What follows belongs to an exercise in optimizing a design on an open flow for small area, a short achievable clock period and few clock cycles per item; a production flow would make more cautious choices. Function was checked by simulation only, so behaviour that the tests miss may differ from the original.

## softsign_activation_top
module softsign_activation_top (
  input  logic                           clk,
  input  logic                           rst_n,
  input  logic                           in_tvalid,
  output logic                           in_tready,
  input  logic [ssa_pkg::SAMPLE_W-1:0]   in_tdata,
  output logic                           out_tvalid,
  input  logic                           out_tready,
  output logic [ssa_pkg::RESULT_W-1:0]   out_tdata,
  input  logic                           cfg_psel,
  input  logic                           cfg_penable,
  input  logic                           cfg_pwrite,
  input  logic [ssa_pkg::CFG_ADDR_W-1:0] cfg_paddr,
  input  logic [ssa_pkg::CFG_DATA_W-1:0] cfg_pwdata,
  output logic [ssa_pkg::CFG_DATA_W-1:0] cfg_prdata,
  output logic                           cfg_pready
);
  localparam int STEPS_PER_REG = 1;
  localparam int NS  = ssa_pkg::DIV_STEPS;
  localparam int DW  = ssa_pkg::DEN_W;
  function automatic integer roff(input integer j);
    roff = 18 * j + (j * (j - 1)) / 2;
  endfunction
  function automatic integer qoff(input integer j);
  ...
==> flow/config.mk <==
export PLATFORM = sky130hd
export DESIGN_NAME = softsign_activation_top
export DESIGN_NICKNAME = softsign_activation_top
export VERILOG_FILES = /design/flow/design.v
export SDC_FILE = /design/flow/constraint.sdc
export NUM_CORES = 4
export LEC_CHECK = 0
export ABC_AREA = 1
export CAP_MARGIN = 20
export CORE_MARGIN = 2
export CORE_UTILIZATION = 40
export SETUP_SLACK_MARGIN = 3.25
export SLEW_MARGIN = 20
==> flow/constraint.sdc <==
create_clock -name core_clock -period 6.5 [get_ports {clk}]
set_input_delay 1.3000 -clock core_clock [delete_from_list [all_inputs] [get_ports {clk}]]
set_output_delay 1.3000 -clock core_clock [all_outputs]
set_load 0.01 [all_outputs]
run.sh (not shown) runs the stock make flow with config.mk's settings and CLKGATE_MAP_FILE= SYNTH_SCRIPT=/design/flow/synth_recipe.tcl, a recipe that flattens the netlist after the stock synthesis.
Testbench counts at the start, summed over its fixed seeds: cycles 16,288, items 16,000.
==> next run, changes <==
- SETUP_SLACK_MARGIN: 3.25 -> 4.0
- The changed run completed without violations
- synthesized area stays the same
- worst setup slack improved by 0.028 ns
- global-route usage rises by 1.4 points
==> next run, changes <==
- ABC_AREA: 1 -> unset
- SETUP_SLACK_MARGIN: 4.0 -> 3.0
The changed run went through all stages and came out clean.
Area after synthesis came out lower by 3.9%.
Setup slack degrades by 0.58 ns.
Global-route usage came out lower by 4.9 points.
Sequential cell count does not change.
Utilization came out lower by 8.9 points.
Routed wire length came out lower by 31%.
Count of clock-buffer cells in the layout came out higher by 2.
==> next run, changes <==
- SETUP_SLACK_MARGIN: 3.0 -> 3.25
Core utilization increases by 2.6 points; setup slack loses 0.020 ns; wire length went up by 5.2%; hold slack is about the same; global-route usage increases by 0.64 points.

* * *

Setup of the baseline:
Another version of the RTL of softsign_activation_top (not shown whole).
Size: about 5,000 cells after synthesis, roughly 110 I/O pins, about 61,000 sq um of cells after synthesis.
==> flow/config.mk <==
export PLATFORM = sky130hd
export DESIGN_NAME = softsign_activation_top
export DESIGN_NICKNAME = softsign_activation_top
export VERILOG_FILES = /design/flow/design.v
export SDC_FILE = /design/flow/constraint.sdc
export NUM_CORES = 4
export LEC_CHECK = 0
export CAP_MARGIN = 20
export CORE_MARGIN = 2
export CORE_UTILIZATION = 40
export SETUP_SLACK_MARGIN = 2.5
export SLEW_MARGIN = 20
==> flow/constraint.sdc <==
create_clock -name core_clock -period 6.5 [get_ports {clk}]
set_input_delay 1.3000 -clock core_clock [delete_from_list [all_inputs] [get_ports {clk}]]
set_output_delay 1.3000 -clock core_clock [all_outputs]
set_load 0.01 [all_outputs]
standard.sh (not shown) runs the stock make flow with config.mk's settings and CLKGATE_MAP_FILE= SYNTH_SCRIPT=/design/flow/synth_recipe.tcl, a recipe that flattens the netlist after the stock synthesis.
==> flow/flow/run.sh <==
#!/bin/bash
# Standard layout, with ORFS's post-global-route power recovery turned on:
# gates off the critical paths are downsized after timing repair.
set -e
export RECOVER_POWER=100
bash standard.sh > standard_flow.log 2>&1
The flow for the baseline finished, though final verification flagged max-capacitance violations, max-slew violations.
Testbench counts of the baseline, summed over its fixed seeds: cycles 16,288, items 16,000.
[inputs] the candidate vs the baseline
==> flow/run.sh (new file) <==
#!/bin/bash
# synth_recipe.tcl (not shown) runs the flow's synth.tcl, then flattens the netlist and writes it again
# the make line also repeats each setting of config.mk as NAME=value (left out here)
make -C /OpenROAD-flow-scripts/flow DESIGN_CONFIG=/design/flow/config.mk WORK_HOME=/design/flow/orfs CLKGATE_MAP_FILE= SYNTH_SCRIPT=/design/flow/synth_recipe.tcl finish
removed: flow/flow/run.sh
removed: flow/standard.sh
[summary]
Highest clock rate (lower): the baseline
To summarise the baseline: no stage aborted, but the layout did not pass its checks, failing on max-capacitance violations, max-slew violations.
The candidate finished every stage and its layout cleared the timing, design-rule and antenna checks.
The lower number of max-slew violations in the final report came out of the candidate.
Compared the candidate vs the baseline, and number of buffers and inverters on the critical path is up in the candidate.
On routed wire length, the candidate and the baseline are neck and neck.
Changes observed in the candidate relative to the baseline: clock skew about even.

port drivers added, routing unchanged:
How much do the figures lean on ideal ports? The routed layouts below were timed once more, with nothing changed but the port constraints.
Step 1 sets driving cells, clkbuf_16 on the clock port and buf_2 on the other inputs (assumed; they add their load-dependent delay and slew).
Step 2 moves the port delays by t, midway between the first and last clock arrival at a register: inputs arrive t later, outputs are due t later. That takes back most of the time a late clock gives input paths.
a / b / c = no drivers / after step 1 / after step 2; a / b = the first two.
| run | shift t [ns] | setup slack, ns | worst setup path at the end | worst slew at a driven data input, ns | cell pins on the clock port's net |
|---|---|---|---|---|---|
| the first run of note 1 | 0.808 | 3.355 / 3.341 / 2.941 | input to register | 0.04 | 1 |
| the second run of note 1 | 0.811 | 3.383 / 3.383 / 3.339 | input to register | 0.04 | 1 |
| the third run of note 1 | 0.796 | 2.799 / 2.799 / 2.415 | input to register | 0.04 | 1 |
| the fourth run of note 1 | 0.799 | 2.779 / 2.779 / 2.593 | input to register | 0.04 | 1 |
| the baseline | 0.768 | 1.560 / 1.560 / 1.560 | register to register | 0.07 | 1 |
| the candidate | 0.769 | 2.583 / 2.583 / 2.583 | register to register | 0.07 | 1 |
For the first run of note 1, which loses most, drivers alone change the setup slack by -0.014 ns; drivers and shift together by -0.414 ns.
